This is an optimization exercise on Yosys and OpenROAD, whose aim is small area, not a production implementation. Function was checked by simulation only, so behaviour that the tests miss may differ from the original.

===== flow/config.mk =====
export PLATFORM = sky130hd
export DESIGN_NAME = conv_core
export DESIGN_NICKNAME = conv_core
export VERILOG_FILES = /design/flow/design.v
export SDC_FILE = /design/flow/constraint.sdc
export NUM_CORES = 4
export LEC_CHECK = 0
export CAP_MARGIN = 10
export CORE_MARGIN = 2
export CORE_UTILIZATION = 40
export CTS_CLUSTER_DIAMETER = 100
export CTS_CLUSTER_SIZE = 20
export SLEW_MARGIN = 10

===== flow/constraint.sdc =====
create_clock -name core_clock -period 10.0 [get_ports {clk}]
set_input_delay 2.0000 -clock core_clock [delete_from_list [all_inputs] [get_ports {clk}]]
set_output_delay 2.0000 -clock core_clock [all_outputs]
set_load 0.01 [all_outputs]

===== flow/design.v =====
`timescale 1ns/1ps
`default_nettype none
module booth_mac (
  input  wire [7:0]  b_one,
  input  wire [7:0]  b_two,
  input  wire [7:0]  b_neg,
  input  wire [15:0] w,
  input  wire [31:0] base,
  output wire [31:0] sum
);
  wire pp0_0;
  assign pp0_0 = (b_one[0] & w[0]) ^ b_neg[0];
  wire pp0_1;
  assign pp0_1 = ((b_one[0] & w[1]) | (b_two[0] & w[0])) ^ b_neg[0];
  wire pp0_2;
  assign pp0_2 = ((b_one[0] & w[2]) | (b_two[0] & w[1])) ^ b_neg[0];
  wire pp0_3;
  assign pp0_3 = ((b_one[0] & w[3]) | (b_two[0] & w[2])) ^ b_neg[0];
  wire pp0_4;
  assign pp0_4 = ((b_one[0] & w[4]) | (b_two[0] & w[3])) ^ b_neg[0];
  wire pp0_5;
  assign pp0_5 = ((b_one[0] & w[5]) | (b_two[0] & w[4])) ^ b_neg[0];
  wire pp0_6;
  assign pp0_6 = ((b_one[0] & w[6]) | (b_two[0] & w[5])) ^ b_neg[0];
  wire pp0_7;
  assign pp0_7 = ((b_one[0] & w[7]) | (b_two[0] & w[6])) ^ b_neg[0];
  wire pp0_8;
  assign pp0_8 = ((b_one[0] & w[8]) | (b_two[0] & w[7])) ^ b_neg[0];
  wire pp0_9;
  assign pp0_9 = ((b_one[0] & w[9]) | (b_two[0] & w[8])) ^ b_neg[0];
  wire pp0_10;
  assign pp0_10 = ((b_one[0] & w[10]) | (b_two[0] & w[9])) ^ b_neg[0];
  wire pp0_11;
  assign pp0_11 = ((b_one[0] & w[11]) | (b_two[0] & w[10])) ^ b_neg[0];
  wire pp0_12;
  assign pp0_12 = ((b_one[0] & w[12]) | (b_two[0] & w[11])) ^ b_neg[0];
  wire pp0_13;
  assign pp0_13 = ((b_one[0] & w[13]) | (b_two[0] & w[12])) ^ b_neg[0];
  wire pp0_14;
  assign pp0_14 = ((b_one[0] & w[14]) | (b_two[0] & w[13])) ^ b_neg[0];
  wire pp0_15;
  assign pp0_15 = ((b_one[0] & w[15]) | (b_two[0] & w[14])) ^ b_neg[0];
  wire pp0_16;
  assign pp0_16 = ~(((b_one[0] | b_two[0]) & w[15]) ^ b_neg[0]);
  wire pp1_0;
  assign pp1_0 = (b_one[1] & w[0]) ^ b_neg[1];
  wire pp1_1;
  assign pp1_1 = ((b_one[1] & w[1]) | (b_two[1] & w[0])) ^ b_neg[1];
  wire pp1_2;
  assign pp1_2 = ((b_one[1] & w[2]) | (b_two[1] & w[1])) ^ b_neg[1];
  wire pp1_3;
  assign pp1_3 = ((b_one[1] & w[3]) | (b_two[1] & w[2])) ^ b_neg[1];
  wire pp1_4;
  assign pp1_4 = ((b_one[1] & w[4]) | (b_two[1] & w[3])) ^ b_neg[1];
  wire pp1_5;
  assign pp1_5 = ((b_one[1] & w[5]) | (b_two[1] & w[4])) ^ b_neg[1];
  wire pp1_6;
  assign pp1_6 = ((b_one[1] & w[6]) | (b_two[1] & w[5])) ^ b_neg[1];
  wire pp1_7;
  assign pp1_7 = ((b_one[1] & w[7]) | (b_two[1] & w[6])) ^ b_neg[1];
  wire pp1_8;
  assign pp1_8 = ((b_one[1] & w[8]) | (b_two[1] & w[7])) ^ b_neg[1];
  wire pp1_9;
  assign pp1_9 = ((b_one[1] & w[9]) | (b_two[1] & w[8])) ^ b_neg[1];
  wire pp1_10;
  assign pp1_10 = ((b_one[1] & w[10]) | (b_two[1] & w[9])) ^ b_neg[1];
  wire pp1_11;
  assign pp1_11 = ((b_one[1] & w[11]) | (b_two[1] & w[10])) ^ b_neg[1];
  wire pp1_12;
  assign pp1_12 = ((b_one[1] & w[12]) | (b_two[1] & w[11])) ^ b_neg[1];
  wire pp1_13;
  assign pp1_13 = ((b_one[1] & w[13]) | (b_two[1] & w[12])) ^ b_neg[1];
  wire pp1_14;
  assign pp1_14 = ((b_one[1] & w[14]) | (b_two[1] & w[13])) ^ b_neg[1];
  wire pp1_15;
  assign pp1_15 = ((b_one[1] & w[15]) | (b_two[1] & w[14])) ^ b_neg[1];
  wire pp1_16;
  assign pp1_16 = ~(((b_one[1] | b_two[1]) & w[15]) ^ b_neg[1]);
  wire pp2_0;
  assign pp2_0 = (b_one[2] & w[0]) ^ b_neg[2];
  wire pp2_1;
  assign pp2_1 = ((b_one[2] & w[1]) | (b_two[2] & w[0])) ^ b_neg[2];
  wire pp2_2;
  assign pp2_2 = ((b_one[2] & w[2]) | (b_two[2] & w[1])) ^ b_neg[2];
  wire pp2_3;
  assign pp2_3 = ((b_one[2] & w[3]) | (b_two[2] & w[2])) ^ b_neg[2];
  wire pp2_4;
  assign pp2_4 = ((b_one[2] & w[4]) | (b_two[2] & w[3])) ^ b_neg[2];
  wire pp2_5;
  assign pp2_5 = ((b_one[2] & w[5]) | (b_two[2] & w[4])) ^ b_neg[2];
  wire pp2_6;
  assign pp2_6 = ((b_one[2] & w[6]) | (b_two[2] & w[5])) ^ b_neg[2];
  wire pp2_7;
  assign pp2_7 = ((b_one[2] & w[7]) | (b_two[2] & w[6])) ^ b_neg[2];
  wire pp2_8;
  assign pp2_8 = ((b_one[2] & w[8]) | (b_two[2] & w[7])) ^ b_neg[2];
  wire pp2_9;
  assign pp2_9 = ((b_one[2] & w[9]) | (b_two[2] & w[8])) ^ b_neg[2];
  wire pp2_10;
  assign pp2_10 = ((b_one[2] & w[10]) | (b_two[2] & w[9])) ^ b_neg[2];
  wire pp2_11;
  assign pp2_11 = ((b_one[2] & w[11]) | (b_two[2] & w[10])) ^ b_neg[2];
  wire pp2_12;
  assign pp2_12 = ((b_one[2] & w[12]) | (b_two[2] & w[11])) ^ b_neg[2];
  wire pp2_13;
  assign pp2_13 = ((b_one[2] & w[13]) | (b_two[2] & w[12])) ^ b_neg[2];
  wire pp2_14;
  assign pp2_14 = ((b_one[2] & w[14]) | (b_two[2] & w[13])) ^ b_neg[2];
  wire pp2_15;
  assign pp2_15 = ((b_one[2] & w[15]) | (b_two[2] & w[14])) ^ b_neg[2];
  wire pp2_16;
  assign pp2_16 = ~(((b_one[2] | b_two[2]) & w[15]) ^ b_neg[2]);
  wire pp3_0;
  assign pp3_0 = (b_one[3] & w[0]) ^ b_neg[3];
  wire pp3_1;
  assign pp3_1 = ((b_one[3] & w[1]) | (b_two[3] & w[0])) ^ b_neg[3];
  wire pp3_2;
  assign pp3_2 = ((b_one[3] & w[2]) | (b_two[3] & w[1])) ^ b_neg[3];
  wire pp3_3;
  assign pp3_3 = ((b_one[3] & w[3]) | (b_two[3] & w[2])) ^ b_neg[3];
  wire pp3_4;
  assign pp3_4 = ((b_one[3] & w[4]) | (b_two[3] & w[3])) ^ b_neg[3];
  wire pp3_5;
  assign pp3_5 = ((b_one[3] & w[5]) | (b_two[3] & w[4])) ^ b_neg[3];
  wire pp3_6;
  assign pp3_6 = ((b_one[3] & w[6]) | (b_two[3] & w[5])) ^ b_neg[3];
  wire pp3_7;
  assign pp3_7 = ((b_one[3] & w[7]) | (b_two[3] & w[6])) ^ b_neg[3];
  wire pp3_8;
  assign pp3_8 = ((b_one[3] & w[8]) | (b_two[3] & w[7])) ^ b_neg[3];
  wire pp3_9;
  assign pp3_9 = ((b_one[3] & w[9]) | (b_two[3] & w[8])) ^ b_neg[3];
  wire pp3_10;
  assign pp3_10 = ((b_one[3] & w[10]) | (b_two[3] & w[9])) ^ b_neg[3];
  wire pp3_11;
  assign pp3_11 = ((b_one[3] & w[11]) | (b_two[3] & w[10])) ^ b_neg[3];
  wire pp3_12;
  assign pp3_12 = ((b_one[3] & w[12]) | (b_two[3] & w[11])) ^ b_neg[3];
  wire pp3_13;
  assign pp3_13 = ((b_one[3] & w[13]) | (b_two[3] & w[12])) ^ b_neg[3];
  wire pp3_14;
  assign pp3_14 = ((b_one[3] & w[14]) | (b_two[3] & w[13])) ^ b_neg[3];
  wire pp3_15;
  assign pp3_15 = ((b_one[3] & w[15]) | (b_two[3] & w[14])) ^ b_neg[3];
  wire pp3_16;
  assign pp3_16 = ~(((b_one[3] | b_two[3]) & w[15]) ^ b_neg[3]);
  wire pp4_0;
  assign pp4_0 = (b_one[4] & w[0]) ^ b_neg[4];
  wire pp4_1;
  assign pp4_1 = ((b_one[4] & w[1]) | (b_two[4] & w[0])) ^ b_neg[4];
  wire pp4_2;
  assign pp4_2 = ((b_one[4] & w[2]) | (b_two[4] & w[1])) ^ b_neg[4];
  wire pp4_3;
  assign pp4_3 = ((b_one[4] & w[3]) | (b_two[4] & w[2])) ^ b_neg[4];
  wire pp4_4;
  assign pp4_4 = ((b_one[4] & w[4]) | (b_two[4] & w[3])) ^ b_neg[4];
  wire pp4_5;
  assign pp4_5 = ((b_one[4] & w[5]) | (b_two[4] & w[4])) ^ b_neg[4];
  wire pp4_6;
  assign pp4_6 = ((b_one[4] & w[6]) | (b_two[4] & w[5])) ^ b_neg[4];
  wire pp4_7;
  assign pp4_7 = ((b_one[4] & w[7]) | (b_two[4] & w[6])) ^ b_neg[4];
  wire pp4_8;
  assign pp4_8 = ((b_one[4] & w[8]) | (b_two[4] & w[7])) ^ b_neg[4];
  wire pp4_9;
  assign pp4_9 = ((b_one[4] & w[9]) | (b_two[4] & w[8])) ^ b_neg[4];
  wire pp4_10;
  assign pp4_10 = ((b_one[4] & w[10]) | (b_two[4] & w[9])) ^ b_neg[4];
  wire pp4_11;
  assign pp4_11 = ((b_one[4] & w[11]) | (b_two[4] & w[10])) ^ b_neg[4];
  wire pp4_12;
  assign pp4_12 = ((b_one[4] & w[12]) | (b_two[4] & w[11])) ^ b_neg[4];
  wire pp4_13;
  assign pp4_13 = ((b_one[4] & w[13]) | (b_two[4] & w[12])) ^ b_neg[4];
  wire pp4_14;
  assign pp4_14 = ((b_one[4] & w[14]) | (b_two[4] & w[13])) ^ b_neg[4];
  wire pp4_15;
  assign pp4_15 = ((b_one[4] & w[15]) | (b_two[4] & w[14])) ^ b_neg[4];
  wire pp4_16;
  assign pp4_16 = ~(((b_one[4] | b_two[4]) & w[15]) ^ b_neg[4]);
  wire pp5_0;
  assign pp5_0 = (b_one[5] & w[0]) ^ b_neg[5];
  wire pp5_1;
  assign pp5_1 = ((b_one[5] & w[1]) | (b_two[5] & w[0])) ^ b_neg[5];
  wire pp5_2;
  assign pp5_2 = ((b_one[5] & w[2]) | (b_two[5] & w[1])) ^ b_neg[5];
  wire pp5_3;
  assign pp5_3 = ((b_one[5] & w[3]) | (b_two[5] & w[2])) ^ b_neg[5];
  wire pp5_4;
  assign pp5_4 = ((b_one[5] & w[4]) | (b_two[5] & w[3])) ^ b_neg[5];
  wire pp5_5;
  assign pp5_5 = ((b_one[5] & w[5]) | (b_two[5] & w[4])) ^ b_neg[5];
  wire pp5_6;
  assign pp5_6 = ((b_one[5] & w[6]) | (b_two[5] & w[5])) ^ b_neg[5];
  wire pp5_7;
  assign pp5_7 = ((b_one[5] & w[7]) | (b_two[5] & w[6])) ^ b_neg[5];
  wire pp5_8;
  assign pp5_8 = ((b_one[5] & w[8]) | (b_two[5] & w[7])) ^ b_neg[5];
  wire pp5_9;
  assign pp5_9 = ((b_one[5] & w[9]) | (b_two[5] & w[8])) ^ b_neg[5];
  wire pp5_10;
  assign pp5_10 = ((b_one[5] & w[10]) | (b_two[5] & w[9])) ^ b_neg[5];
  wire pp5_11;
  assign pp5_11 = ((b_one[5] & w[11]) | (b_two[5] & w[10])) ^ b_neg[5];
  wire pp5_12;
  assign pp5_12 = ((b_one[5] & w[12]) | (b_two[5] & w[11])) ^ b_neg[5];
  wire pp5_13;
  assign pp5_13 = ((b_one[5] & w[13]) | (b_two[5] & w[12])) ^ b_neg[5];
  wire pp5_14;
  assign pp5_14 = ((b_one[5] & w[14]) | (b_two[5] & w[13])) ^ b_neg[5];
  wire pp5_15;
  assign pp5_15 = ((b_one[5] & w[15]) | (b_two[5] & w[14])) ^ b_neg[5];
  wire pp5_16;
  assign pp5_16 = ~(((b_one[5] | b_two[5]) & w[15]) ^ b_neg[5]);
  wire pp6_0;
  assign pp6_0 = (b_one[6] & w[0]) ^ b_neg[6];
  wire pp6_1;
  assign pp6_1 = ((b_one[6] & w[1]) | (b_two[6] & w[0])) ^ b_neg[6];
  wire pp6_2;
  assign pp6_2 = ((b_one[6] & w[2]) | (b_two[6] & w[1])) ^ b_neg[6];
  wire pp6_3;
  assign pp6_3 = ((b_one[6] & w[3]) | (b_two[6] & w[2])) ^ b_neg[6];
  wire pp6_4;
  assign pp6_4 = ((b_one[6] & w[4]) | (b_two[6] & w[3])) ^ b_neg[6];
  wire pp6_5;
  assign pp6_5 = ((b_one[6] & w[5]) | (b_two[6] & w[4])) ^ b_neg[6];
  wire pp6_6;
  assign pp6_6 = ((b_one[6] & w[6]) | (b_two[6] & w[5])) ^ b_neg[6];
  wire pp6_7;
  assign pp6_7 = ((b_one[6] & w[7]) | (b_two[6] & w[6])) ^ b_neg[6];
  wire pp6_8;
  assign pp6_8 = ((b_one[6] & w[8]) | (b_two[6] & w[7])) ^ b_neg[6];
  wire pp6_9;
  assign pp6_9 = ((b_one[6] & w[9]) | (b_two[6] & w[8])) ^ b_neg[6];
  wire pp6_10;
  assign pp6_10 = ((b_one[6] & w[10]) | (b_two[6] & w[9])) ^ b_neg[6];
  wire pp6_11;
  assign pp6_11 = ((b_one[6] & w[11]) | (b_two[6] & w[10])) ^ b_neg[6];
  wire pp6_12;
  assign pp6_12 = ((b_one[6] & w[12]) | (b_two[6] & w[11])) ^ b_neg[6];
  wire pp6_13;
  assign pp6_13 = ((b_one[6] & w[13]) | (b_two[6] & w[12])) ^ b_neg[6];
  wire pp6_14;
  assign pp6_14 = ((b_one[6] & w[14]) | (b_two[6] & w[13])) ^ b_neg[6];
  wire pp6_15;
  assign pp6_15 = ((b_one[6] & w[15]) | (b_two[6] & w[14])) ^ b_neg[6];
  wire pp6_16;
  assign pp6_16 = ~(((b_one[6] | b_two[6]) & w[15]) ^ b_neg[6]);
  wire pp7_0;
  assign pp7_0 = (b_one[7] & w[0]) ^ b_neg[7];
  wire pp7_1;
  assign pp7_1 = ((b_one[7] & w[1]) | (b_two[7] & w[0])) ^ b_neg[7];
  wire pp7_2;
  assign pp7_2 = ((b_one[7] & w[2]) | (b_two[7] & w[1])) ^ b_neg[7];
  wire pp7_3;
  assign pp7_3 = ((b_one[7] & w[3]) | (b_two[7] & w[2])) ^ b_neg[7];
  wire pp7_4;
  assign pp7_4 = ((b_one[7] & w[4]) | (b_two[7] & w[3])) ^ b_neg[7];
  wire pp7_5;
  assign pp7_5 = ((b_one[7] & w[5]) | (b_two[7] & w[4])) ^ b_neg[7];
  wire pp7_6;
  assign pp7_6 = ((b_one[7] & w[6]) | (b_two[7] & w[5])) ^ b_neg[7];
  wire pp7_7;
  assign pp7_7 = ((b_one[7] & w[7]) | (b_two[7] & w[6])) ^ b_neg[7];
  wire pp7_8;
  assign pp7_8 = ((b_one[7] & w[8]) | (b_two[7] & w[7])) ^ b_neg[7];
  wire pp7_9;
  assign pp7_9 = ((b_one[7] & w[9]) | (b_two[7] & w[8])) ^ b_neg[7];
  wire pp7_10;
  assign pp7_10 = ((b_one[7] & w[10]) | (b_two[7] & w[9])) ^ b_neg[7];
  wire pp7_11;
  assign pp7_11 = ((b_one[7] & w[11]) | (b_two[7] & w[10])) ^ b_neg[7];
  wire pp7_12;
  assign pp7_12 = ((b_one[7] & w[12]) | (b_two[7] & w[11])) ^ b_neg[7];
  wire pp7_13;
  assign pp7_13 = ((b_one[7] & w[13]) | (b_two[7] & w[12])) ^ b_neg[7];
  wire pp7_14;
  assign pp7_14 = ((b_one[7] & w[14]) | (b_two[7] & w[13])) ^ b_neg[7];
  wire pp7_15;
  assign pp7_15 = ((b_one[7] & w[15]) | (b_two[7] & w[14])) ^ b_neg[7];
  wire pp7_16;
  assign pp7_16 = ~(((b_one[7] | b_two[7]) & w[15]) ^ b_neg[7]);
  wire s0;
  wire c0;
  assign s0 = pp0_14 ^ pp1_12;
  assign c0 = pp0_14 & pp1_12;
  wire s1;
  wire c1;
  assign s1 = pp0_15 ^ pp1_13;
  assign c1 = pp0_15 & pp1_13;
  wire s2;
  wire c2;
  assign s2 = pp0_16 ^ pp1_14 ^ pp2_12;
  assign c2 = (pp0_16 & pp1_14) | (pp0_16 & pp2_12) | (pp1_14 & pp2_12);
  wire s3;
  wire c3;
  assign s3 = pp1_15 ^ pp2_13;
  assign c3 = pp1_15 & pp2_13;
  wire s4;
  wire c4;
  assign s4 = pp0_8 ^ pp1_6;
  assign c4 = pp0_8 & pp1_6;
  wire s5;
  wire c5;
  assign s5 = pp0_9 ^ pp1_7;
  assign c5 = pp0_9 & pp1_7;
  wire s6;
  wire c6;
  assign s6 = pp0_10 ^ pp1_8 ^ pp2_6;
  assign c6 = (pp0_10 & pp1_8) | (pp0_10 & pp2_6) | (pp1_8 & pp2_6);
  wire s7;
  wire c7;
  assign s7 = pp3_4 ^ pp4_2;
  assign c7 = pp3_4 & pp4_2;
  wire s8;
  wire c8;
  assign s8 = pp0_11 ^ pp1_9 ^ pp2_7;
  assign c8 = (pp0_11 & pp1_9) | (pp0_11 & pp2_7) | (pp1_9 & pp2_7);
  wire s9;
  wire c9;
  assign s9 = pp3_5 ^ pp4_3;
  assign c9 = pp3_5 & pp4_3;
  wire s10;
  wire c10;
  assign s10 = pp0_12 ^ pp1_10 ^ pp2_8;
  assign c10 = (pp0_12 & pp1_10) | (pp0_12 & pp2_8) | (pp1_10 & pp2_8);
  wire s11;
  wire c11;
  assign s11 = pp3_6 ^ pp4_4 ^ pp5_2;
  assign c11 = (pp3_6 & pp4_4) | (pp3_6 & pp5_2) | (pp4_4 & pp5_2);
  wire s12;
  wire c12;
  assign s12 = pp6_0 ^ b_neg[6];
  assign c12 = pp6_0 & b_neg[6];
  wire s13;
  wire c13;
  assign s13 = pp0_13 ^ pp1_11 ^ pp2_9;
  assign c13 = (pp0_13 & pp1_11) | (pp0_13 & pp2_9) | (pp1_11 & pp2_9);
  wire s14;
  wire c14;
  assign s14 = pp3_7 ^ pp4_5 ^ pp5_3;
  assign c14 = (pp3_7 & pp4_5) | (pp3_7 & pp5_3) | (pp4_5 & pp5_3);
  wire s15;
  wire c15;
  assign s15 = pp6_1 ^ base[13];
  assign c15 = pp6_1 & base[13];
  wire s16;
  wire c16;
  assign s16 = s0 ^ pp2_10 ^ pp3_8;
  assign c16 = (s0 & pp2_10) | (s0 & pp3_8) | (pp2_10 & pp3_8);
  wire s17;
  wire c17;
  assign s17 = pp4_6 ^ pp5_4 ^ pp6_2;
  assign c17 = (pp4_6 & pp5_4) | (pp4_6 & pp6_2) | (pp5_4 & pp6_2);
  wire s18;
  wire c18;
  assign s18 = pp7_0 ^ b_neg[7] ^ base[14];
  assign c18 = (pp7_0 & b_neg[7]) | (pp7_0 & base[14]) | (b_neg[7] & base[14]);
  wire s19;
  wire c19;
  assign s19 = c0 ^ s1 ^ pp2_11;
  assign c19 = (c0 & s1) | (c0 & pp2_11) | (s1 & pp2_11);
  wire s20;
  wire c20;
  assign s20 = pp3_9 ^ pp4_7 ^ pp5_5;
  assign c20 = (pp3_9 & pp4_7) | (pp3_9 & pp5_5) | (pp4_7 & pp5_5);
  wire s21;
  wire c21;
  assign s21 = pp6_3 ^ pp7_1 ^ base[15];
  assign c21 = (pp6_3 & pp7_1) | (pp6_3 & base[15]) | (pp7_1 & base[15]);
  wire s22;
  wire c22;
  assign s22 = c1 ^ s2 ^ pp3_10;
  assign c22 = (c1 & s2) | (c1 & pp3_10) | (s2 & pp3_10);
  wire s23;
  wire c23;
  assign s23 = pp4_8 ^ pp5_6 ^ pp6_4;
  assign c23 = (pp4_8 & pp5_6) | (pp4_8 & pp6_4) | (pp5_6 & pp6_4);
  wire s24;
  wire c24;
  assign s24 = pp7_2 ^ 1'b1 ^ base[16];
  assign c24 = (pp7_2 & 1'b1) | (pp7_2 & base[16]) | (1'b1 & base[16]);
  wire s25;
  wire c25;
  assign s25 = c2 ^ s3 ^ pp3_11;
  assign c25 = (c2 & s3) | (c2 & pp3_11) | (s3 & pp3_11);
  wire s26;
  wire c26;
  assign s26 = pp4_9 ^ pp5_7 ^ pp6_5;
  assign c26 = (pp4_9 & pp5_7) | (pp4_9 & pp6_5) | (pp5_7 & pp6_5);
  wire s27;
  wire c27;
  assign s27 = pp7_3 ^ 1'b1 ^ base[17];
  assign c27 = (pp7_3 & 1'b1) | (pp7_3 & base[17]) | (1'b1 & base[17]);
  wire s28;
  wire c28;
  assign s28 = c3 ^ pp1_16 ^ pp2_14;
  assign c28 = (c3 & pp1_16) | (c3 & pp2_14) | (pp1_16 & pp2_14);
  wire s29;
  wire c29;
  assign s29 = pp3_12 ^ pp4_10 ^ pp5_8;
  assign c29 = (pp3_12 & pp4_10) | (pp3_12 & pp5_8) | (pp4_10 & pp5_8);
  wire s30;
  wire c30;
  assign s30 = pp6_6 ^ pp7_4 ^ base[18];
  assign c30 = (pp6_6 & pp7_4) | (pp6_6 & base[18]) | (pp7_4 & base[18]);
  wire s31;
  wire c31;
  assign s31 = pp2_15 ^ pp3_13 ^ pp4_11;
  assign c31 = (pp2_15 & pp3_13) | (pp2_15 & pp4_11) | (pp3_13 & pp4_11);
  wire s32;
  wire c32;
  assign s32 = pp5_9 ^ pp6_7 ^ pp7_5;
  assign c32 = (pp5_9 & pp6_7) | (pp5_9 & pp7_5) | (pp6_7 & pp7_5);
  wire s33;
  wire c33;
  assign s33 = 1'b1 ^ base[19];
  assign c33 = 1'b1 & base[19];
  wire s34;
  wire c34;
  assign s34 = pp2_16 ^ pp3_14 ^ pp4_12;
  assign c34 = (pp2_16 & pp3_14) | (pp2_16 & pp4_12) | (pp3_14 & pp4_12);
  wire s35;
  wire c35;
  assign s35 = pp5_10 ^ pp6_8 ^ pp7_6;
  assign c35 = (pp5_10 & pp6_8) | (pp5_10 & pp7_6) | (pp6_8 & pp7_6);
  wire s36;
  wire c36;
  assign s36 = pp3_15 ^ pp4_13 ^ pp5_11;
  assign c36 = (pp3_15 & pp4_13) | (pp3_15 & pp5_11) | (pp4_13 & pp5_11);
  wire s37;
  wire c37;
  assign s37 = pp6_9 ^ pp7_7;
  assign c37 = pp6_9 & pp7_7;
  wire s38;
  wire c38;
  assign s38 = pp3_16 ^ pp4_14 ^ pp5_12;
  assign c38 = (pp3_16 & pp4_14) | (pp3_16 & pp5_12) | (pp4_14 & pp5_12);
  wire s39;
  wire c39;
  assign s39 = pp4_15 ^ pp5_13;
  assign c39 = pp4_15 & pp5_13;
  wire s40;
  wire c40;
  assign s40 = pp0_4 ^ pp1_2;
  assign c40 = pp0_4 & pp1_2;
  wire s41;
  wire c41;
  assign s41 = pp0_5 ^ pp1_3;
  assign c41 = pp0_5 & pp1_3;
  wire s42;
  wire c42;
  assign s42 = pp0_6 ^ pp1_4 ^ pp2_2;
  assign c42 = (pp0_6 & pp1_4) | (pp0_6 & pp2_2) | (pp1_4 & pp2_2);
  wire s43;
  wire c43;
  assign s43 = pp3_0 ^ b_neg[3];
  assign c43 = pp3_0 & b_neg[3];
  wire s44;
  wire c44;
  assign s44 = pp0_7 ^ pp1_5 ^ pp2_3;
  assign c44 = (pp0_7 & pp1_5) | (pp0_7 & pp2_3) | (pp1_5 & pp2_3);
  wire s45;
  wire c45;
  assign s45 = pp3_1 ^ base[7];
  assign c45 = pp3_1 & base[7];
  wire s46;
  wire c46;
  assign s46 = s4 ^ pp2_4 ^ pp3_2;
  assign c46 = (s4 & pp2_4) | (s4 & pp3_2) | (pp2_4 & pp3_2);
  wire s47;
  wire c47;
  assign s47 = pp4_0 ^ b_neg[4] ^ base[8];
  assign c47 = (pp4_0 & b_neg[4]) | (pp4_0 & base[8]) | (b_neg[4] & base[8]);
  wire s48;
  wire c48;
  assign s48 = c4 ^ s5 ^ pp2_5;
  assign c48 = (c4 & s5) | (c4 & pp2_5) | (s5 & pp2_5);
  wire s49;
  wire c49;
  assign s49 = pp3_3 ^ pp4_1 ^ base[9];
  assign c49 = (pp3_3 & pp4_1) | (pp3_3 & base[9]) | (pp4_1 & base[9]);
  wire s50;
  wire c50;
  assign s50 = c5 ^ s6 ^ s7;
  assign c50 = (c5 & s6) | (c5 & s7) | (s6 & s7);
  wire s51;
  wire c51;
  assign s51 = pp5_0 ^ b_neg[5] ^ base[10];
  assign c51 = (pp5_0 & b_neg[5]) | (pp5_0 & base[10]) | (b_neg[5] & base[10]);
  wire s52;
  wire c52;
  assign s52 = c6 ^ c7 ^ s8;
  assign c52 = (c6 & c7) | (c6 & s8) | (c7 & s8);
  wire s53;
  wire c53;
  assign s53 = s9 ^ pp5_1 ^ base[11];
  assign c53 = (s9 & pp5_1) | (s9 & base[11]) | (pp5_1 & base[11]);
  wire s54;
  wire c54;
  assign s54 = c8 ^ c9 ^ s10;
  assign c54 = (c8 & c9) | (c8 & s10) | (c9 & s10);
  wire s55;
  wire c55;
  assign s55 = s11 ^ s12 ^ base[12];
  assign c55 = (s11 & s12) | (s11 & base[12]) | (s12 & base[12]);
  wire s56;
  wire c56;
  assign s56 = c10 ^ c11 ^ c12;
  assign c56 = (c10 & c11) | (c10 & c12) | (c11 & c12);
  wire s57;
  wire c57;
  assign s57 = s13 ^ s14 ^ s15;
  assign c57 = (s13 & s14) | (s13 & s15) | (s14 & s15);
  wire s58;
  wire c58;
  assign s58 = c13 ^ c14 ^ c15;
  assign c58 = (c13 & c14) | (c13 & c15) | (c14 & c15);
  wire s59;
  wire c59;
  assign s59 = s16 ^ s17 ^ s18;
  assign c59 = (s16 & s17) | (s16 & s18) | (s17 & s18);
  wire s60;
  wire c60;
  assign s60 = c16 ^ c17 ^ c18;
  assign c60 = (c16 & c17) | (c16 & c18) | (c17 & c18);
  wire s61;
  wire c61;
  assign s61 = s19 ^ s20 ^ s21;
  assign c61 = (s19 & s20) | (s19 & s21) | (s20 & s21);
  wire s62;
  wire c62;
  assign s62 = c19 ^ c20 ^ c21;
  assign c62 = (c19 & c20) | (c19 & c21) | (c20 & c21);
  wire s63;
  wire c63;
  assign s63 = s22 ^ s23 ^ s24;
  assign c63 = (s22 & s23) | (s22 & s24) | (s23 & s24);
  wire s64;
  wire c64;
  assign s64 = c22 ^ c23 ^ c24;
  assign c64 = (c22 & c23) | (c22 & c24) | (c23 & c24);
  wire s65;
  wire c65;
  assign s65 = s25 ^ s26 ^ s27;
  assign c65 = (s25 & s26) | (s25 & s27) | (s26 & s27);
  wire s66;
  wire c66;
  assign s66 = c25 ^ c26 ^ c27;
  assign c66 = (c25 & c26) | (c25 & c27) | (c26 & c27);
  wire s67;
  wire c67;
  assign s67 = s28 ^ s29 ^ s30;
  assign c67 = (s28 & s29) | (s28 & s30) | (s29 & s30);
  wire s68;
  wire c68;
  assign s68 = c28 ^ c29 ^ c30;
  assign c68 = (c28 & c29) | (c28 & c30) | (c29 & c30);
  wire s69;
  wire c69;
  assign s69 = s31 ^ s32 ^ s33;
  assign c69 = (s31 & s32) | (s31 & s33) | (s32 & s33);
  wire s70;
  wire c70;
  assign s70 = c31 ^ c32 ^ c33;
  assign c70 = (c31 & c32) | (c31 & c33) | (c32 & c33);
  wire s71;
  wire c71;
  assign s71 = s34 ^ s35 ^ base[20];
  assign c71 = (s34 & s35) | (s34 & base[20]) | (s35 & base[20]);
  wire s72;
  wire c72;
  assign s72 = c34 ^ c35 ^ s36;
  assign c72 = (c34 & c35) | (c34 & s36) | (c35 & s36);
  wire s73;
  wire c73;
  assign s73 = s37 ^ 1'b1 ^ base[21];
  assign c73 = (s37 & 1'b1) | (s37 & base[21]) | (1'b1 & base[21]);
  wire s74;
  wire c74;
  assign s74 = c36 ^ c37 ^ s38;
  assign c74 = (c36 & c37) | (c36 & s38) | (c37 & s38);
  wire s75;
  wire c75;
  assign s75 = pp6_10 ^ pp7_8 ^ base[22];
  assign c75 = (pp6_10 & pp7_8) | (pp6_10 & base[22]) | (pp7_8 & base[22]);
  wire s76;
  wire c76;
  assign s76 = c38 ^ s39 ^ pp6_11;
  assign c76 = (c38 & s39) | (c38 & pp6_11) | (s39 & pp6_11);
  wire s77;
  wire c77;
  assign s77 = pp7_9 ^ 1'b1 ^ base[23];
  assign c77 = (pp7_9 & 1'b1) | (pp7_9 & base[23]) | (1'b1 & base[23]);
  wire s78;
  wire c78;
  assign s78 = c39 ^ pp4_16 ^ pp5_14;
  assign c78 = (c39 & pp4_16) | (c39 & pp5_14) | (pp4_16 & pp5_14);
  wire s79;
  wire c79;
  assign s79 = pp6_12 ^ pp7_10 ^ base[24];
  assign c79 = (pp6_12 & pp7_10) | (pp6_12 & base[24]) | (pp7_10 & base[24]);
  wire s80;
  wire c80;
  assign s80 = pp5_15 ^ pp6_13 ^ pp7_11;
  assign c80 = (pp5_15 & pp6_13) | (pp5_15 & pp7_11) | (pp6_13 & pp7_11);
  wire s81;
  wire c81;
  assign s81 = 1'b1 ^ base[25];
  assign c81 = 1'b1 & base[25];
  wire s82;
  wire c82;
  assign s82 = pp5_16 ^ pp6_14 ^ pp7_12;
  assign c82 = (pp5_16 & pp6_14) | (pp5_16 & pp7_12) | (pp6_14 & pp7_12);
  wire s83;
  wire c83;
  assign s83 = pp6_15 ^ pp7_13;
  assign c83 = pp6_15 & pp7_13;
  wire s84;
  wire c84;
  assign s84 = pp0_2 ^ pp1_0;
  assign c84 = pp0_2 & pp1_0;
  wire s85;
  wire c85;
  assign s85 = pp0_3 ^ pp1_1;
  assign c85 = pp0_3 & pp1_1;
  wire s86;
  wire c86;
  assign s86 = s40 ^ pp2_0 ^ b_neg[2];
  assign c86 = (s40 & pp2_0) | (s40 & b_neg[2]) | (pp2_0 & b_neg[2]);
  wire s87;
  wire c87;
  assign s87 = c40 ^ s41 ^ pp2_1;
  assign c87 = (c40 & s41) | (c40 & pp2_1) | (s41 & pp2_1);
  wire s88;
  wire c88;
  assign s88 = c41 ^ s42 ^ s43;
  assign c88 = (c41 & s42) | (c41 & s43) | (s42 & s43);
  wire s89;
  wire c89;
  assign s89 = c42 ^ c43 ^ s44;
  assign c89 = (c42 & c43) | (c42 & s44) | (c43 & s44);
  wire s90;
  wire c90;
  assign s90 = c44 ^ c45 ^ s46;
  assign c90 = (c44 & c45) | (c44 & s46) | (c45 & s46);
  wire s91;
  wire c91;
  assign s91 = c46 ^ c47 ^ s48;
  assign c91 = (c46 & c47) | (c46 & s48) | (c47 & s48);
  wire s92;
  wire c92;
  assign s92 = c48 ^ c49 ^ s50;
  assign c92 = (c48 & c49) | (c48 & s50) | (c49 & s50);
  wire s93;
  wire c93;
  assign s93 = c50 ^ c51 ^ s52;
  assign c93 = (c50 & c51) | (c50 & s52) | (c51 & s52);
  wire s94;
  wire c94;
  assign s94 = c52 ^ c53 ^ s54;
  assign c94 = (c52 & c53) | (c52 & s54) | (c53 & s54);
  wire s95;
  wire c95;
  assign s95 = c54 ^ c55 ^ s56;
  assign c95 = (c54 & c55) | (c54 & s56) | (c55 & s56);
  wire s96;
  wire c96;
  assign s96 = c56 ^ c57 ^ s58;
  assign c96 = (c56 & c57) | (c56 & s58) | (c57 & s58);
  wire s97;
  wire c97;
  assign s97 = c58 ^ c59 ^ s60;
  assign c97 = (c58 & c59) | (c58 & s60) | (c59 & s60);
  wire s98;
  wire c98;
  assign s98 = c60 ^ c61 ^ s62;
  assign c98 = (c60 & c61) | (c60 & s62) | (c61 & s62);
  wire s99;
  wire c99;
  assign s99 = c62 ^ c63 ^ s64;
  assign c99 = (c62 & c63) | (c62 & s64) | (c63 & s64);
  wire s100;
  wire c100;
  assign s100 = c64 ^ c65 ^ s66;
  assign c100 = (c64 & c65) | (c64 & s66) | (c65 & s66);
  wire s101;
  wire c101;
  assign s101 = c66 ^ c67 ^ s68;
  assign c101 = (c66 & c67) | (c66 & s68) | (c67 & s68);
  wire s102;
  wire c102;
  assign s102 = c68 ^ c69 ^ s70;
  assign c102 = (c68 & c69) | (c68 & s70) | (c69 & s70);
  wire s103;
  wire c103;
  assign s103 = c70 ^ c71 ^ s72;
  assign c103 = (c70 & c71) | (c70 & s72) | (c71 & s72);
  wire s104;
  wire c104;
  assign s104 = c72 ^ c73 ^ s74;
  assign c104 = (c72 & c73) | (c72 & s74) | (c73 & s74);
  wire s105;
  wire c105;
  assign s105 = c74 ^ c75 ^ s76;
  assign c105 = (c74 & c75) | (c74 & s76) | (c75 & s76);
  wire s106;
  wire c106;
  assign s106 = c76 ^ c77 ^ s78;
  assign c106 = (c76 & c77) | (c76 & s78) | (c77 & s78);
  wire s107;
  wire c107;
  assign s107 = c78 ^ c79 ^ s80;
  assign c107 = (c78 & c79) | (c78 & s80) | (c79 & s80);
  wire s108;
  wire c108;
  assign s108 = c80 ^ c81 ^ s82;
  assign c108 = (c80 & c81) | (c80 & s82) | (c81 & s82);
  wire s109;
  wire c109;
  assign s109 = c82 ^ s83 ^ 1'b1;
  assign c109 = (c82 & s83) | (c82 & 1'b1) | (s83 & 1'b1);
  wire s110;
  wire c110;
  assign s110 = c83 ^ pp6_16 ^ pp7_14;
  assign c110 = (c83 & pp6_16) | (c83 & pp7_14) | (pp6_16 & pp7_14);
  wire s111;
  wire c111;
  assign s111 = pp7_15 ^ 1'b1;
  assign c111 = pp7_15 & 1'b1;
  wire s112;
  wire c112;
  assign s112 = pp0_0 ^ b_neg[0];
  assign c112 = pp0_0 & b_neg[0];
  wire s113;
  wire c113;
  assign s113 = pp0_1 ^ base[1];
  assign c113 = pp0_1 & base[1];
  wire s114;
  wire c114;
  assign s114 = s84 ^ b_neg[1] ^ base[2];
  assign c114 = (s84 & b_neg[1]) | (s84 & base[2]) | (b_neg[1] & base[2]);
  wire s115;
  wire c115;
  assign s115 = c84 ^ s85 ^ base[3];
  assign c115 = (c84 & s85) | (c84 & base[3]) | (s85 & base[3]);
  wire s116;
  wire c116;
  assign s116 = c85 ^ s86 ^ base[4];
  assign c116 = (c85 & s86) | (c85 & base[4]) | (s86 & base[4]);
  wire s117;
  wire c117;
  assign s117 = c86 ^ s87 ^ base[5];
  assign c117 = (c86 & s87) | (c86 & base[5]) | (s87 & base[5]);
  wire s118;
  wire c118;
  assign s118 = c87 ^ s88 ^ base[6];
  assign c118 = (c87 & s88) | (c87 & base[6]) | (s88 & base[6]);
  wire s119;
  wire c119;
  assign s119 = c88 ^ s89 ^ s45;
  assign c119 = (c88 & s89) | (c88 & s45) | (s89 & s45);
  wire s120;
  wire c120;
  assign s120 = c89 ^ s90 ^ s47;
  assign c120 = (c89 & s90) | (c89 & s47) | (s90 & s47);
  wire s121;
  wire c121;
  assign s121 = c90 ^ s91 ^ s49;
  assign c121 = (c90 & s91) | (c90 & s49) | (s91 & s49);
  wire s122;
  wire c122;
  assign s122 = c91 ^ s92 ^ s51;
  assign c122 = (c91 & s92) | (c91 & s51) | (s92 & s51);
  wire s123;
  wire c123;
  assign s123 = c92 ^ s93 ^ s53;
  assign c123 = (c92 & s93) | (c92 & s53) | (s93 & s53);
  wire s124;
  wire c124;
  assign s124 = c93 ^ s94 ^ s55;
  assign c124 = (c93 & s94) | (c93 & s55) | (s94 & s55);
  wire s125;
  wire c125;
  assign s125 = c94 ^ s95 ^ s57;
  assign c125 = (c94 & s95) | (c94 & s57) | (s95 & s57);
  wire s126;
  wire c126;
  assign s126 = c95 ^ s96 ^ s59;
  assign c126 = (c95 & s96) | (c95 & s59) | (s96 & s59);
  wire s127;
  wire c127;
  assign s127 = c96 ^ s97 ^ s61;
  assign c127 = (c96 & s97) | (c96 & s61) | (s97 & s61);
  wire s128;
  wire c128;
  assign s128 = c97 ^ s98 ^ s63;
  assign c128 = (c97 & s98) | (c97 & s63) | (s98 & s63);
  wire s129;
  wire c129;
  assign s129 = c98 ^ s99 ^ s65;
  assign c129 = (c98 & s99) | (c98 & s65) | (s99 & s65);
  wire s130;
  wire c130;
  assign s130 = c99 ^ s100 ^ s67;
  assign c130 = (c99 & s100) | (c99 & s67) | (s100 & s67);
  wire s131;
  wire c131;
  assign s131 = c100 ^ s101 ^ s69;
  assign c131 = (c100 & s101) | (c100 & s69) | (s101 & s69);
  wire s132;
  wire c132;
  assign s132 = c101 ^ s102 ^ s71;
  assign c132 = (c101 & s102) | (c101 & s71) | (s102 & s71);
  wire s133;
  wire c133;
  assign s133 = c102 ^ s103 ^ s73;
  assign c133 = (c102 & s103) | (c102 & s73) | (s103 & s73);
  wire s134;
  wire c134;
  assign s134 = c103 ^ s104 ^ s75;
  assign c134 = (c103 & s104) | (c103 & s75) | (s104 & s75);
  wire s135;
  wire c135;
  assign s135 = c104 ^ s105 ^ s77;
  assign c135 = (c104 & s105) | (c104 & s77) | (s105 & s77);
  wire s136;
  wire c136;
  assign s136 = c105 ^ s106 ^ s79;
  assign c136 = (c105 & s106) | (c105 & s79) | (s106 & s79);
  wire s137;
  wire c137;
  assign s137 = c106 ^ s107 ^ s81;
  assign c137 = (c106 & s107) | (c106 & s81) | (s107 & s81);
  wire s138;
  wire c138;
  assign s138 = c107 ^ s108 ^ base[26];
  assign c138 = (c107 & s108) | (c107 & base[26]) | (s108 & base[26]);
  wire s139;
  wire c139;
  assign s139 = c108 ^ s109 ^ base[27];
  assign c139 = (c108 & s109) | (c108 & base[27]) | (s109 & base[27]);
  wire s140;
  wire c140;
  assign s140 = c109 ^ s110 ^ base[28];
  assign c140 = (c109 & s110) | (c109 & base[28]) | (s110 & base[28]);
  wire s141;
  wire c141;
  assign s141 = c110 ^ s111 ^ base[29];
  assign c141 = (c110 & s111) | (c110 & base[29]) | (s111 & base[29]);
  wire s142;
  wire c142;
  assign s142 = c111 ^ pp7_16 ^ base[30];
  assign c142 = (c111 & pp7_16) | (c111 & base[30]) | (pp7_16 & base[30]);
  wire s143;
  wire c143;
  assign s143 = 1'b1 ^ base[31];
  assign c143 = 1'b1 & base[31];
  wire [31:0] ra = {c142, c141, c140, c139, c138, c137, c136, c135, c134, c133, c132, c131, c130, c129, c128, c127, c126, c125, c124, c123, c122, c121, c120, c119, c118, c117, c116, c115, c114, c113, c112, s112};
  wire [31:0] rb = {s143, s142, s141, s140, s139, s138, s137, s136, s135, s134, s133, s132, s131, s130, s129, s128, s127, s126, s125, s124, s123, s122, s121, s120, s119, s118, s117, s116, s115, s114, s113, base[0]};
  wire [31:0] g0 = ra & rb;
  wire [31:0] p0 = ra ^ rb;
  wire bg0 = g0[1] | (p0[1] & g0[0]);
  wire bg1 = g0[2] | (p0[2] & bg0);
  wire bg2 = g0[3] | (p0[3] & bg1);
  wire bg3 = g0[4] | (p0[4] & bg2);
  wire bg4 = g0[5] | (p0[5] & bg3);
  wire bg5 = g0[6] | (p0[6] & bg4);
  wire bg6 = g0[7] | (p0[7] & bg5);
  wire bg7 = g0[8] | (p0[8] & bg6);
  wire bg8 = g0[9] | (p0[9] & bg7);
  wire bp8 = p0[9] & p0[8];
  wire bg9 = g0[11] | (p0[11] & g0[10]);
  wire bp9 = p0[11] & p0[10];
  wire bg10 = g0[13] | (p0[13] & g0[12]);
  wire bp10 = p0[13] & p0[12];
  wire bg11 = g0[15] | (p0[15] & g0[14]);
  wire bp11 = p0[15] & p0[14];
  wire bg12 = g0[17] | (p0[17] & g0[16]);
  wire bp12 = p0[17] & p0[16];
  wire bg13 = g0[19] | (p0[19] & g0[18]);
  wire bp13 = p0[19] & p0[18];
  wire bg14 = g0[21] | (p0[21] & g0[20]);
  wire bp14 = p0[21] & p0[20];
  wire bg15 = g0[23] | (p0[23] & g0[22]);
  wire bp15 = p0[23] & p0[22];
  wire bg16 = g0[25] | (p0[25] & g0[24]);
  wire bp16 = p0[25] & p0[24];
  wire bg17 = g0[27] | (p0[27] & g0[26]);
  wire bp17 = p0[27] & p0[26];
  wire bg18 = g0[29] | (p0[29] & g0[28]);
  wire bp18 = p0[29] & p0[28];
  wire bg19 = g0[31] | (p0[31] & g0[30]);
  wire bp19 = p0[31] & p0[30];
  wire bg20 = bg9 | (bp9 & bg8);
  wire bp20 = bp9 & bp8;
  wire bg21 = bg11 | (bp11 & bg10);
  wire bp21 = bp11 & bp10;
  wire bg22 = bg13 | (bp13 & bg12);
  wire bp22 = bp13 & bp12;
  wire bg23 = bg15 | (bp15 & bg14);
  wire bp23 = bp15 & bp14;
  wire bg24 = bg17 | (bp17 & bg16);
  wire bp24 = bp17 & bp16;
  wire bg25 = bg19 | (bp19 & bg18);
  wire bp25 = bp19 & bp18;
  wire bg26 = bg21 | (bp21 & bg20);
  wire bp26 = bp21 & bp20;
  wire bg27 = bg23 | (bp23 & bg22);
  wire bp27 = bp23 & bp22;
  wire bg28 = bg25 | (bp25 & bg24);
  wire bp28 = bp25 & bp24;
  wire bg29 = bg27 | (bp27 & bg26);
  wire bp29 = bp27 & bp26;
  wire bg30 = bg28 | (bp28 & bg29);
  wire bp30 = bp28 & bp29;
  wire bg31 = bg22 | (bp22 & bg26);
  wire bp31 = bp22 & bp26;
  wire bg32 = bg24 | (bp24 & bg29);
  wire bp32 = bp24 & bp29;
  wire bg33 = bg10 | (bp10 & bg20);
  wire bp33 = bp10 & bp20;
  wire bg34 = bg12 | (bp12 & bg26);
  wire bp34 = bp12 & bp26;
  wire bg35 = bg14 | (bp14 & bg31);
  wire bp35 = bp14 & bp31;
  wire bg36 = bg16 | (bp16 & bg29);
  wire bp36 = bp16 & bp29;
  wire bg37 = bg18 | (bp18 & bg32);
  wire bp37 = bp18 & bp32;
  wire bg38 = g0[10] | (p0[10] & bg8);
  wire bp38 = p0[10] & bp8;
  wire bg39 = g0[12] | (p0[12] & bg20);
  wire bp39 = p0[12] & bp20;
  wire bg40 = g0[14] | (p0[14] & bg33);
  wire bp40 = p0[14] & bp33;
  wire bg41 = g0[16] | (p0[16] & bg26);
  wire bp41 = p0[16] & bp26;
  wire bg42 = g0[18] | (p0[18] & bg34);
  wire bp42 = p0[18] & bp34;
  wire bg43 = g0[20] | (p0[20] & bg31);
  wire bp43 = p0[20] & bp31;
  wire bg44 = g0[22] | (p0[22] & bg35);
  wire bp44 = p0[22] & bp35;
  wire bg45 = g0[24] | (p0[24] & bg29);
  wire bp45 = p0[24] & bp29;
  wire bg46 = g0[26] | (p0[26] & bg36);
  wire bp46 = p0[26] & bp36;
  wire bg47 = g0[28] | (p0[28] & bg32);
  wire bp47 = p0[28] & bp32;
  wire bg48 = g0[30] | (p0[30] & bg37);
  wire bp48 = p0[30] & bp37;
  assign sum[0] = p0[0];
  assign sum[1] = p0[1] ^ g0[0];
  assign sum[2] = p0[2] ^ bg0;
  assign sum[3] = p0[3] ^ bg1;
  assign sum[4] = p0[4] ^ bg2;
  assign sum[5] = p0[5] ^ bg3;
  assign sum[6] = p0[6] ^ bg4;
  assign sum[7] = p0[7] ^ bg5;
  assign sum[8] = p0[8] ^ bg6;
  assign sum[9] = p0[9] ^ bg7;
  assign sum[10] = p0[10] ^ bg8;
  assign sum[11] = p0[11] ^ bg38;
  assign sum[12] = p0[12] ^ bg20;
  assign sum[13] = p0[13] ^ bg39;
  assign sum[14] = p0[14] ^ bg33;
  assign sum[15] = p0[15] ^ bg40;
  assign sum[16] = p0[16] ^ bg26;
  assign sum[17] = p0[17] ^ bg41;
  assign sum[18] = p0[18] ^ bg34;
  assign sum[19] = p0[19] ^ bg42;
  assign sum[20] = p0[20] ^ bg31;
  assign sum[21] = p0[21] ^ bg43;
  assign sum[22] = p0[22] ^ bg35;
  assign sum[23] = p0[23] ^ bg44;
  assign sum[24] = p0[24] ^ bg29;
  assign sum[25] = p0[25] ^ bg45;
  assign sum[26] = p0[26] ^ bg36;
  assign sum[27] = p0[27] ^ bg46;
  assign sum[28] = p0[28] ^ bg32;
  assign sum[29] = p0[29] ^ bg47;
  assign sum[30] = p0[30] ^ bg37;
  assign sum[31] = p0[31] ^ bg48;
endmodule
`default_nettype wire
`timescale 1ns/1ps
`default_nettype none
module conv_core (
  input  wire                                  clk,
  input  wire                                  rst_n,
  input  wire [16-1:0]               ifmap_dat,
  input  wire                                  ifmap_vld,
  input  wire [16-1:0]              weights_dat,
  input  wire                                  weights_vld,
  output wire [4*32-1:0]  ofmap_dat,
  output wire                                  ofmap_vld
);
  localparam integer D  = 11;    
  localparam integer NS = 7;     
  reg  [3:0]   widx;           
  reg          wloaded;        
  reg  [15:0]  wr0 [0:3];
  reg  [15:0]  wr1 [0:3];
  reg  [15:0]  wr2 [0:3];
  reg  [15:0]  wr3 [0:3];
  always @(posedge clk or negedge rst_n) begin
    if (!rst_n) begin
      widx    <= 4'd0;
      wloaded <= 1'b0;
    end else if (weights_vld) begin
      widx <= widx + 4'd1;
      if (widx == 4'd15) wloaded <= 1'b1;
    end
  end
  reg  [15:0]  dl_d [0:D-1];
  reg  [D-1:0] dl_v;
  integer k;
  always @(posedge clk) begin
    dl_d[0] <= ifmap_dat;
    for (k = 1; k < D; k = k + 1) dl_d[k] <= dl_d[k-1];
  end
  always @(posedge clk or negedge rst_n) begin
    if (!rst_n) dl_v <= {D{1'b0}};
    else        dl_v <= {dl_v[D-2:0], ifmap_vld};
  end
  wire        pv = dl_v[D-1];                   
  wire [15:0] px = dl_d[D-1] & {16{wloaded && pv}};   
  wire [16:0] pxe = {px, 1'b0};
  wire [7:0]  b_one, b_two, b_neg;
  genvar j;
  generate
    for (j = 0; j < 8; j = j + 1) begin : g_enc
      assign b_one[j] = pxe[2*j+1] ^ pxe[2*j];
      assign b_two[j] = (pxe[2*j+2] & ~pxe[2*j+1] & ~pxe[2*j]) |
                        (~pxe[2*j+2] & pxe[2*j+1] & pxe[2*j]);
      assign b_neg[j] = pxe[2*j+2];
    end
  endgenerate
  reg  [4:0]   pcnt;           
  wire         pfirst = (pcnt[1:0] == 2'd0);
  wire         plast  = (pcnt[1:0] == 2'd3);
  wire         pbank  = pv && (pcnt == 5'd31);
  always @(posedge clk or negedge rst_n) begin
    if (!rst_n) pcnt <= 5'd0;
    else if (pv) pcnt <= pcnt + 5'd1;
  end
  genvar c;
  reg  [31:0]  acc  [0:3];
  wire [127:0] sum;
  generate
    for (c = 0; c < 4; c = c + 1) begin : g_col
      wire wload = weights_vld && (widx[1:0] == c);
      always @(posedge clk) begin
        if (wload || pv) begin
          wr0[c] <= wload ? weights_dat : wr3[c];
          wr1[c] <= wr0[c];
          wr2[c] <= wr1[c];
          wr3[c] <= wr2[c];
        end
      end
      wire [31:0] base = pfirst ? 32'd0 : acc[c];
      booth_mac u_mac (
        .b_one (b_one),
        .b_two (b_two),
        .b_neg (b_neg),
        .w     (wr3[c]),
        .base  (base),
        .sum   (sum[32*c +: 32])
      );
      always @(posedge clk) begin
        acc[c] <= sum[32*c +: 32];    
      end
    end
  endgenerate
  reg  [127:0]   slot [0:NS-1];
  reg  [NS-1:0]  wp, rp;
  reg  [2:0]     ocnt;
  reg            oact;
  reg  [127:0]   rd;
  integer        s;
  always @(posedge clk) begin
    for (s = 0; s < NS; s = s + 1)
      if (pv && plast && wp[s]) slot[s] <= sum;
  end
  always @(*) begin
    rd = 128'd0;
    for (s = 0; s < NS; s = s + 1)
      rd = rd | (slot[s] & {128{rp[s]}});
  end
  always @(posedge clk or negedge rst_n) begin
    if (!rst_n) begin
      wp   <= {{(NS-1){1'b0}}, 1'b1};
      rp   <= {{(NS-1){1'b0}}, 1'b1};
      ocnt <= 3'd0;
      oact <= 1'b0;
    end else begin
      if (pv && plast) wp <= {wp[NS-2:0], wp[NS-1]};
      if (ofmap_vld) begin
        rp   <= {rp[NS-2:0], rp[NS-1]};
        ocnt <= ocnt + 3'd1;
        oact <= (ocnt != 3'd7);
      end
    end
  end
  assign ofmap_vld = pbank || oact;
  assign ofmap_dat = rd;
endmodule
`default_nettype wire

===== flow/run.sh =====
#!/bin/bash
# synth_recipe.tcl (not shown) runs the flow's synth.tcl, then flattens the netlist and writes it again
# the make line also repeats each setting of config.mk as NAME=value (left out here)
make -C /OpenROAD-flow-scripts/flow DESIGN_CONFIG=/design/flow/config.mk WORK_HOME=/design/flow/orfs CLKGATE_MAP_FILE= SYNTH_SCRIPT=/design/flow/synth_recipe.tcl finish

==> notes.md <==
registers in the layout (all words and copies together), names as in the netlist:
name     cells
acc        128
dl_d       176
dl_v        11
oact         1
ocnt         3
pcnt         5
rp           7
slot       896
widx         4
wloaded      1
wp           7
wr0         64
wr1         64
wr2         64
wr3         64
synth_stat cells (all sizes together), types with 128 or more instances:
library cell / instances
a222oi: 128
clkbuf: 291
nand3: 138
xor2: 218
a22oi: 677
fa: 520
ha: 193
xnor2: 392
buf: 138
inv: 643
edfxtp: 1152
dfxtp: 304
logic make-up after synthesis:
| logic type | count (synthesis) | synth area share, % |
|---|---|---|
| flip-flops | 1495 | 55.2 |
| XOR/XNOR | 610 | 7.08 |
| AND/OR/NAND/NOR | 539 | 3.83 |
| multiplexers | 86 | 1.28 |
| AO/OA/AOI/OAI | 1022 | 10.1 |
| buffers and inverters | 1072 | 5.52 |
| adder cells (fa/ha/maj) | 717 | 17.0 |
cell type report:
type / instances / area, sq um / share of cell area (%)
repair buffers: 275 / 2650 / 3.20
well taps: 2495 / 3120 / 3.78
multi-input cells: 2974 / 29900 / 36.2
inverters: 643 / 2410 / 2.92
clock inverters: 23 / 287 / 0.347
flip-flops and latches: 1495 / 41700 / 50.5
clock buffers: 149 / 2560 / 3.10
diodes: 3 / 7.51 / 0.00909
worst max path at each step:
| stage | endpoint | slack, ps | cells past startpoint |
|---|---|---|---|
| floorplan | slot[0][31]$_DFFE_PP_ | 2030 | 26 |
| global placement | slot[4][63]$_DFFE_PP_ | 870 | 26 |
| detailed placement | slot[5][63]$_DFFE_PP_ | 680 | 26 |
| CTS | slot[2][63]$_DFFE_PP_ | 620 | 26 |
| global route | slot[6][63]$_DFFE_PP_ | 140 | 26 |
| finish | slot[5][63]$_DFFE_PP_ | 690 | 26 |
layer usage:
metal | global-route usage, % | wire, um
met4 | 5.93 | 5110
met2 | 31.6 | 89000
met5 | 0 | 95
met1 | 29.7 | 88500
met3 | 3.52 | 14900
critical path, cell delays in order, from the launching register on:
cell and delay (ps):
sky130_fd_sc_hd__dfrtp_1 330, sky130_fd_sc_hd__buf_4 240, sky130_fd_sc_hd__and2_1 520, sky130_fd_sc_hd__nand2_1 310
sky130_fd_sc_hd__inv_1 220, sky130_fd_sc_hd__ha_1 270, sky130_fd_sc_hd__xor2_1 170, sky130_fd_sc_hd__ha_1 220
sky130_fd_sc_hd__fa_1 480, sky130_fd_sc_hd__fa_1 480, sky130_fd_sc_hd__fa_1 500, sky130_fd_sc_hd__fa_1 470
sky130_fd_sc_hd__fa_1 460, sky130_fd_sc_hd__fa_1 500, sky130_fd_sc_hd__fa_1 470, sky130_fd_sc_hd__fa_1 430
sky130_fd_sc_hd__inv_1 90, sky130_fd_sc_hd__fa_1 220, sky130_fd_sc_hd__nand2b_1 150, sky130_fd_sc_hd__a21oi_1 100
sky130_fd_sc_hd__a41oi_1 530, sky130_fd_sc_hd__o21ai_1 290, sky130_fd_sc_hd__a22oi_1 330, sky130_fd_sc_hd__a31oi_1 170
sky130_fd_sc_hd__fa_1 450, sky130_fd_sc_hd__xor2_1 160, sky130_fd_sc_hd__xnor2_1 450
==> reports/results.txt <==
The tools report the worst min-delay path endpoint as dl_d[2][7]$_DFF_P_. Of all flip-flops after synthesis, the portion carrying an async set or reset was 2.61%. In the routed design, unresolved DRC markers number 0. For the worst setup path, the data required time is 10460 ps.

Dividing the final minimum period by the clock period gives 93.1%. The summed negative setup slack over all endpoints is 0 ps. After detailed routing, the total wire length is 198000 um. The clock arrives with 44.0 ps of skew. Setup repair after global routing left no endpoint under its margin.

The most common cell after layout, fill and taps aside was sky130_fd_sc_hd__edfxtp_1. The tools report the count of pins over their slew limit as 0. Before CTS, the worst setup slack after placement is 683 ps.

The net count after synthesis is 6290, and the quantity of I/O buffers inserted on ports is 164. The startpoint of the tightest hold check path was dl_d[1][7]$_DFF_P_. In the global route stage, overall resource usage came out at 20.5%. The clock reaches the later pin of the worst-skew pair after 770 ps. The number of fill cells was 16774; the part of the Yosys area used for sequential elements was 55.2%. The library cells used most frequently in the layout, excluding fill and tap cells, are 1152 x sky130_fd_sc_hd__edfxtp_1, 677 x sky130_fd_sc_hd__a22oi_1, 641 x sky130_fd_sc_hd__inv_1, 520 x sky130_fd_sc_hd__fa_1, 392 x sky130_fd_sc_hd__xnor2_1. The tools report the count of warnings emitted by yosys as 15. For the maximum achievable frequency, the log shows 0.107 GHz. The die covers 192000 sq um. The logs give 45204 for the number of global-route vias before repair and 0 for the final setup violation count. Slew at the pin closest to its max-slew limit: 1140 ps. The number of setup buffers added after CTS is 0.

The finished layout holds 8057 standard cells, fillers aside. The number of hold buffers added after CTS was 0. The smallest clock period supported by the final layout is computed as 9310 ps.

The tools report the area of the core region as 188000 sq um. Summed over its instances, the top area cell type makes up 45.8% of the synthesized netlist area. The final HPWL from detailed placement came out at 125000 um. Pin placement for this block handled 165 I/O pins. The clock net in this run drives a total of 1495 sinks. The kind of critical path is reg -> reg. The number of antenna violations at the first check in global routing came out at 16. The worst register-to-register path has a depth of 26.

The floorplan step set the die height to 438 um. After clock tree synthesis, the clock-pin slew on the worst setup and hold paths is 80 ps.

The worst register-to-register path begins at dl_v[10]$_DFF_PN0_. The remaining global-route overflow is 0. From left edge to right edge, the die measures 438 um. Buffers inserted during clock tree synthesis total 92. In the post-synthesis netlist, the biggest area contributors are sky130_fd_sc_hd__edfxtp_1 46%, sky130_fd_sc_hd__fa_1 14%, sky130_fd_sc_hd__dfxtp_1 8.1%.

The root buffer selected by CTS was sky130_fd_sc_hd__clkbuf_16. In the final layout, the share of cells above drive strength 1 is 6.51%. The design area is 82600 sq um, and the number of nets at the end of the flow is 6230. The effective utilization at floorplan came out at 40.2%. Entering global routing, the biggest net connects 109 pins. Across the run, the number of max-cap violations was 0. For the routability congestion estimate, the log shows 0.849.

The number of hold-slack violations in the final timing report came out at 0. The worst register-to-register path ends at slot[5][63]$_DFFE_PP_. The logs give 75500 sq um for the summed instance area of the synthesized netlist and 688 ps for the final critical-path setup slack. Synthesis inferred 1495 register bits. For the total vias in the final route, the log shows 44222.

The number of DRC markers in iteration 0 was 4831. The launching element type of the critical path is a register. In this run, distinct cell masters in the synthesized netlist total 51. The tools report the number of instances resized during post-cts repair as 0. The first global-routing pass estimated 296000 um of wire. The run gives 0 as the number of nets with antenna violations after routing. The first TritonRoute pass finished after 6 iterations. After detailed routing, the average wire length per cell comes to 24.5 um.

Using the TritonRoute via totals, the vias-per-cell ratio works out to 5.49. For flop-to-flop paths, the worst setup slack is 690 ps. A synthesized cell averages 13.6 sq um. The placed instances occupy a cell area of 79700 sq um.

The number of rows in the core area was 159. TritonCTS built the clock tree. The synthesized design spends more area on one cell type than any other, namely sky130_fd_sc_hd__edfxtp_1. The run finished with no timing, DRC or antenna violations. Max-slew headroom at the worst pin: 23.5%. Type of the worst min-delay path: reg -> reg. The tools report the launching element of the worst setup path as dl_v[10]$_DFF_PN0_.

The type of destination of the critical path is a register. The tools report the H-tree depth as 3. The critical-path maximum fanout is 21. The most used flip-flop cell after synthesis is sky130_fd_sc_hd__edfxtp_1.

The synthesized netlist cell count was 5541; the placed instance count was 7882. Once layout is complete, the utilization of the core stands at 44.0%. The run gives 9770 ps as the data arrival at the endpoint of the critical path. Compared with the post-synthesis result, the final layout area differs by 9.41%. Post-route worst hold slack: 316 ps. Counting instances, the worst hold path has a depth of 0. The synthesized design contains 1152 enable-type register cells.

No sink is reached through more buffers than the 3 on the longest clock path.

==> static timing again, ports no longer ideal <==
How much do the figures lean on ideal ports? The routed layout below was timed once more, with nothing changed but the port constraints.
Step 1, drivers: a clkbuf_16 drives clk and a buf_2 each remaining input, both assumed.
Step 2 moves the port delays by t, midway between the first and last clock arrival at a register: inputs arrive t later, outputs are due t later. That takes back most of the time a late clock gives input paths.
Three values: no drivers, after step 1, after step 2; two values: the first two.
t, ns: 0.825
slack for setup (ns): 0.688 / 0.688 / 0.688
hold WS [ns]: 0.316 / 0.316 / 0.316
worst setup path after step 2: register to register
After both steps this run still meets setup and hold. For this run, drivers alone change the setup slack by 0.000 ns; drivers and shift together by 0.000 ns.
